From an optimization exercise on the open Yosys and OpenROAD flow, aimed at small area; shortcuts taken in it are not production practice.
In this exercise RTL edits were held to simulation tests only and were not proved equivalent to the original.

==> run G <==
==> flow/design.v <==
module wb_reg_file_aoi3 (
    input  logic [2:0] s,
    input  logic [2:0] d,
    output logic       y_n
);
    assign y_n = ~|(s & d);
endmodule
module wb_reg_file_rdbit (
    input  logic [30:0] s,
    input  logic [30:0] d,
    output logic        q
);
    logic [9:0] y_n;
    for (genvar k = 0; k < 10; k++) begin : g_aoi
        wb_reg_file_aoi3 u_aoi (.s(s[3*k+2:3*k]), .d(d[3*k+2:3*k]), .y_n(y_n[k]));
    end
    assign q = ~&y_n | (s[30] & d[30]);
endmodule
module wb_reg_file #(
    parameter int DATA_W = 32,
    parameter int ADDR_W = 5
) (
    input  logic              clk,
    input  logic              rst,
    input  logic              RegWrite,
    input  logic [ADDR_W-1:0] WriteReg,
    input  logic [DATA_W-1:0] WriteData,
    input  logic [ADDR_W-1:0] ReadReg1,
    input  logic [ADDR_W-1:0] ReadReg2,
    output logic [DATA_W-1:0] ReadData1,
    output logic [DATA_W-1:0] ReadData2
);
    localparam int DEPTH = 1 << ADDR_W;
    logic [DATA_W-1:0] regs [1:DEPTH-1];
    logic [DEPTH-1:1]  valid;
    logic [DEPTH-1:1]  wsel;
    logic [DEPTH-2:0]  rsel1, rsel2;
    always_comb begin
        for (int i = 1; i < DEPTH; i++) begin
            wsel[i]    = RegWrite && (WriteReg == ADDR_W'(i));
            rsel1[i-1] = !rst && valid[i] && (ReadReg1 == ADDR_W'(i));
            rsel2[i-1] = !rst && valid[i] && (ReadReg2 == ADDR_W'(i));
        end
    end
    always_ff @(posedge clk or posedge rst) begin
        if (rst) valid <= '0;
        else     valid <= valid | wsel;
    end
    for (genvar i = 1; i < DEPTH; i++) begin : g_reg
        always_ff @(posedge clk) begin
            if (wsel[i]) regs[i] <= WriteData;
        end
    end
    for (genvar b = 0; b < DATA_W; b++) begin : g_bit
        logic [DEPTH-2:0] col;
        for (genvar i = 1; i < DEPTH; i++) begin : g_col
            assign col[i-1] = regs[i][b];
        end
        wb_reg_file_rdbit u_rd1 (.s(rsel1), .d(col), .q(ReadData1[b]));
        wb_reg_file_rdbit u_rd2 (.s(rsel2), .d(col), .q(ReadData2[b]));
    end
endmodule
==> flow/run.sh <==
#!/bin/bash
# synth_recipe.tcl (not shown) runs the flow's synth.tcl, then flattens the netlist and writes it again
# the make line also repeats each setting of config.mk as NAME=value (left out here)
make -C /OpenROAD-flow-scripts/flow DESIGN_CONFIG=/design/flow/config.mk WORK_HOME=/design/flow/orfs CLKGATE_MAP_FILE= SYNTH_SCRIPT=/design/flow/synth_recipe.tcl finish
==> flow/config.mk <==
export PLATFORM = sky130hd
export DESIGN_NAME = wb_reg_file
export DESIGN_NICKNAME = wb_reg_file
export VERILOG_FILES = /design/flow/design.v
export SDC_FILE = /design/flow/constraint.sdc
export NUM_CORES = 4
export LEC_CHECK = 0
export CAP_MARGIN = 20
export CORE_MARGIN = 2
export CORE_UTILIZATION = 40
export SLEW_MARGIN = 20
export SYNTH_HIERARCHICAL = 1
export SYNTH_MINIMUM_KEEP_SIZE = 0
==> flow/constraint.sdc <==
create_clock -name core_clock -period 7.0 [get_ports {clk}]
set_input_delay 1.4000 -clock core_clock [delete_from_list [all_inputs] [get_ports {clk}]]
set_output_delay 1.4000 -clock core_clock [all_outputs]
set_load 0.01 [all_outputs]
==> run A (differences from run G) <==
==> flow/design.v (replaced) <==
module wb_reg_file #(
    parameter int DATA_W = 32,
    parameter int ADDR_W = 5
) (
    input  logic              clk,
    input  logic              rst,
    input  logic              RegWrite,
    input  logic [ADDR_W-1:0] WriteReg,
    input  logic [DATA_W-1:0] WriteData,
    input  logic [ADDR_W-1:0] ReadReg1,
    input  logic [ADDR_W-1:0] ReadReg2,
    output logic [DATA_W-1:0] ReadData1,
    output logic [DATA_W-1:0] ReadData2
);
    localparam int DEPTH = 1 << ADDR_W;
    logic [DATA_W-1:0] regs [DEPTH];
    logic              wr_en;
    assign wr_en = RegWrite && (WriteReg != '0);
    always_ff @(posedge clk or posedge rst) begin
        if (rst) begin
            for (int i = 0; i < DEPTH; i++) regs[i] <= '0;
        end else if (wr_en) begin
            regs[WriteReg] <= WriteData;
        end
    end
    always_comb begin
        ReadData1 = '0;
        if (!rst && ReadReg1 != '0) begin
            ReadData1 = regs[ReadReg1];
        end
    end
    always_comb begin
        ReadData2 = '0;
        if (!rst && ReadReg2 != '0) begin
            ReadData2 = regs[ReadReg2];
        end
    end
endmodule
Settings changed: SYNTH_HIERARCHICAL 1 to default, SYNTH_MINIMUM_KEEP_SIZE 0 to default.
==> run P (differences from run G) <==
==> flow/design.v (replaced) <==
module wb_reg_file_wcell (
    input  logic q,
    input  logic x,
    input  logic we,
    input  logic we_n,
    output logic d
);
    assign d = ~((q | we) & (x | we_n));
endmodule
module wb_reg_file_aoi3 (
    input  logic [2:0] s,
    input  logic [2:0] d,
    output logic       y_n
);
    assign y_n = ~|(s & d);
endmodule
module wb_reg_file_nand (
    input  logic [3:0] a,
    output logic       y
);
    assign y = ~&a;
endmodule
module wb_reg_file_nand3 (
    input  logic [2:0] a,
    output logic       y
);
    assign y = ~&a;
endmodule
module wb_reg_file_nand2 (
    input  logic [1:0] a,
    output logic       y
);
    assign y = ~&a;
endmodule
module wb_reg_file_or3 (
    input  logic [2:0] a,
    output logic       y
);
    assign y = |a;
endmodule
module wb_reg_file_xor (
    input  logic a,
    input  logic b,
    output logic y
);
    assign y = a ^ b;
endmodule
module wb_reg_file_rdbit (
    input  logic [30:0] s,
    input  logic [30:0] d,
    input  logic        ph,
    output logic        q
);
    logic [10:0] y_n;
    logic [2:0]  z;
    logic        q_or;
    for (genvar k = 0; k < 10; k++) begin : g_aoi
        wb_reg_file_aoi3 u_aoi (.s(s[3*k+2:3*k]), .d(d[3*k+2:3*k]), .y_n(y_n[k]));
    end
    wb_reg_file_nand2 u_y10 (.a({s[30], d[30]}), .y(y_n[10]));
    wb_reg_file_nand  u_z0 (.a(y_n[3:0]), .y(z[0]));
    wb_reg_file_nand  u_z1 (.a(y_n[7:4]), .y(z[1]));
    wb_reg_file_nand3 u_z2 (.a(y_n[10:8]), .y(z[2]));
    wb_reg_file_or3   u_or (.a(z), .y(q_or));
    wb_reg_file_xor   u_ph (.a(q_or), .b(ph), .y(q));
endmodule
module wb_reg_file #(
    parameter int DATA_W = 32,
    parameter int ADDR_W = 5
) (
    input  logic              clk,
    input  logic              rst,
    input  logic              RegWrite,
    input  logic [ADDR_W-1:0] WriteReg,
    input  logic [DATA_W-1:0] WriteData,
    input  logic [ADDR_W-1:0] ReadReg1,
    input  logic [ADDR_W-1:0] ReadReg2,
    output logic [DATA_W-1:0] ReadData1,
    output logic [DATA_W-1:0] ReadData2
);
    localparam int DEPTH = 1 << ADDR_W;
    logic [DATA_W-1:0] regs [1:DEPTH-1];
    logic [DATA_W-1:0] regs_d [1:DEPTH-1];
    logic [DEPTH-1:1]  valid;
    logic              ph;
    logic [DEPTH-1:1]  wsel, wsel_n;
    logic [DEPTH-2:0]  rsel1, rsel2;
    logic [DATA_W-1:0] wx;
    logic              ph1, ph2;
    always_comb begin
        for (int i = 1; i < DEPTH; i++) begin
            wsel[i]    = RegWrite && (WriteReg == ADDR_W'(i));
            wsel_n[i]  = !wsel[i];
            rsel1[i-1] = valid[i] && (ReadReg1 == ADDR_W'(i));
            rsel2[i-1] = valid[i] && (ReadReg2 == ADDR_W'(i));
        end
    end
    assign wx  = WriteData ^ {DATA_W{ph}};
    assign ph1 = ph && |rsel1;
    assign ph2 = ph && |rsel2;
    always_ff @(posedge clk or posedge rst) begin
        if (rst) begin
            valid <= '0;
            ph    <= 1'b0;
        end else begin
            valid <= valid | wsel;
            ph    <= !ph;
        end
    end
    for (genvar i = 1; i < DEPTH; i++) begin : g_reg
        for (genvar b = 0; b < DATA_W; b++) begin : g_bit
            wb_reg_file_wcell u_wc (
                .q(regs[i][b]), .x(wx[b]), .we(wsel[i]), .we_n(wsel_n[i]), .d(regs_d[i][b])
            );
        end
        always_ff @(posedge clk) regs[i] <= regs_d[i];
    end
    for (genvar b = 0; b < DATA_W; b++) begin : g_bit
        logic [DEPTH-2:0] col;
        for (genvar i = 1; i < DEPTH; i++) begin : g_col
            assign col[i-1] = regs[i][b];
        end
        wb_reg_file_rdbit u_rd1 (.s(rsel1), .d(col), .ph(ph1), .q(ReadData1[b]));
        wb_reg_file_rdbit u_rd2 (.s(rsel2), .d(col), .ph(ph2), .q(ReadData2[b]));
    end
endmodule
==> flow/flow/run.sh (new file) <==
#!/bin/bash
# The standard layout, with two changes:
#  - port buffers are the smallest buffer cell (buf_1) instead of the one buffer_ports picks;
#    repair_design still resizes or buffers them where a load needs it;
#  - CTS uses clkbuf_16 only, with sink clusters of up to 24 flip-flops within 100 um,
#    and adds no dummy loads.
# make's full output (which holds every tool's output) goes to flow_make.log here;
# ORFS also keeps each step's log under orfs/logs/.
set -euo pipefail
cd "$(dirname "$0")/.."
bash standard.sh \
  "BUFFER_PORTS_ARGS=-buffer_cell sky130_fd_sc_hd__buf_1" \
  "CTS_ARGS=-sink_clustering_enable -repair_clock_nets -sink_clustering_size 24 -sink_clustering_max_diameter 100 -buf_list sky130_fd_sc_hd__clkbuf_16 -dont_use_dummy_load" \
  finish > flow_make.log 2>&1
==> flow/standard.sh (new file) <==
#!/bin/bash
# synth_recipe.tcl (not shown) runs the flow's synth.tcl, then flattens the netlist and writes it again
# the make line also repeats each setting of config.mk as NAME=value (left out here)
make -C /OpenROAD-flow-scripts/flow DESIGN_CONFIG=/design/flow/config.mk WORK_HOME=/design/flow/orfs CLKGATE_MAP_FILE= SYNTH_SCRIPT=/design/flow/synth_recipe.tcl "${@:-finish}"
Settings changed: CORE_UTILIZATION 40 to 50.
removed: flow/run.sh
==> flow_summary.ini <==
[synthesis]
synth-warning-count = 10
yosysMostFrequentCell = sky130_fd_sc_hd__o22ai_1

[cts]
worst_skew_pair.late_latency_ns = 0.65

[outcome]
run_status = no timing/DRC/antenna violations

[cells_and_area]
final_cell_count_no_fill = 4598

[pwr]
powerDensity_nw_per_um2 = 326

[grt]
first_pass_grt_wire_length_mm = 268

[setup_path]
timing.critical_path.depth = 8
[end of results for run P]
==> flow_summary.ini <==
[outcome]
run_status = no timing/DRC/antenna violations

[pwr]
powerDensity_nw_per_um2 = 286

[sta]
max_slew_margin = 0.120

[detailed_routing]
vias = 45800
detail_route.wirelength.met1_mm = 101

[setup_path]
timing.critical_path.depth = 9

[grt]
first_pass_grt_wire_length_mm = 372

[cells_and_area]
multiInputGateArea_um2 = 24000

[cts]
worst_skew_pair.late_latency_ns = 0.74

[synthesis]
yosysMostFrequentCell = sky130_fd_sc_hd__dfrtp_1
synth-main-ff-cell = sky130_fd_sc_hd__dfrtp_1
synth-warning-count = 2
[end of results for run A]
==> flow_summary.ini <==
[setup_path]
timing.critical_path.fanout_max = 22
timing.critical_path.depth = 8
worst_setup_path_end_kind = output port

[grt]
met2_usage = 0.448
first_pass_grt_wire_length_mm = 206

[synthesis]
yosysMostFrequentCell = sky130_fd_sc_hd__edfxtp_1

[pwr]
powerDensity_nw_per_um2 = 271

[cells_and_area]
multiInputGateArea_um2 = 9580

[outcome]
run_status = no timing/DRC/antenna violations
[end of results for run G]

[re-timing with driven ports]
The flow's constraints put no driver on any port. The routed layouts listed below were extracted and timed again, unchanged, in two steps.
Step 1: set_driving_cell puts a clkbuf_16 on clk and a buf_2 on each other input, an assumption about the parent block.
Step 2 also shifts input and output timing later by t, the mid clock arrival at the registers, as if the neighbouring blocks saw the same clock.
Slacks: ideal ports / drivers / drivers and shift; pairs: ideal ports / drivers.
run | t, ns | setup slack, ns | worst setup path at the end | slew at the worst register clock pin (ns) | cell pins on the clock port's net
run G | 0.743 | 0.286 / 0.265 / 0.265 | input to output | 0.07 / 0.07 | 1
run A | 0.859 | 0.314 / 0.158 / 0.158 | input to output | 0.07 / 0.07 | 1
run P | 0.705 | 0.583 / 0.498 / 0.498 | input to output | 0.10 / 0.10 | 1
After both steps setup and hold are still met in every run listed. The setup slack of run A, which loses most, moves by -0.156 ns with the drivers and by -0.156 ns with both steps.
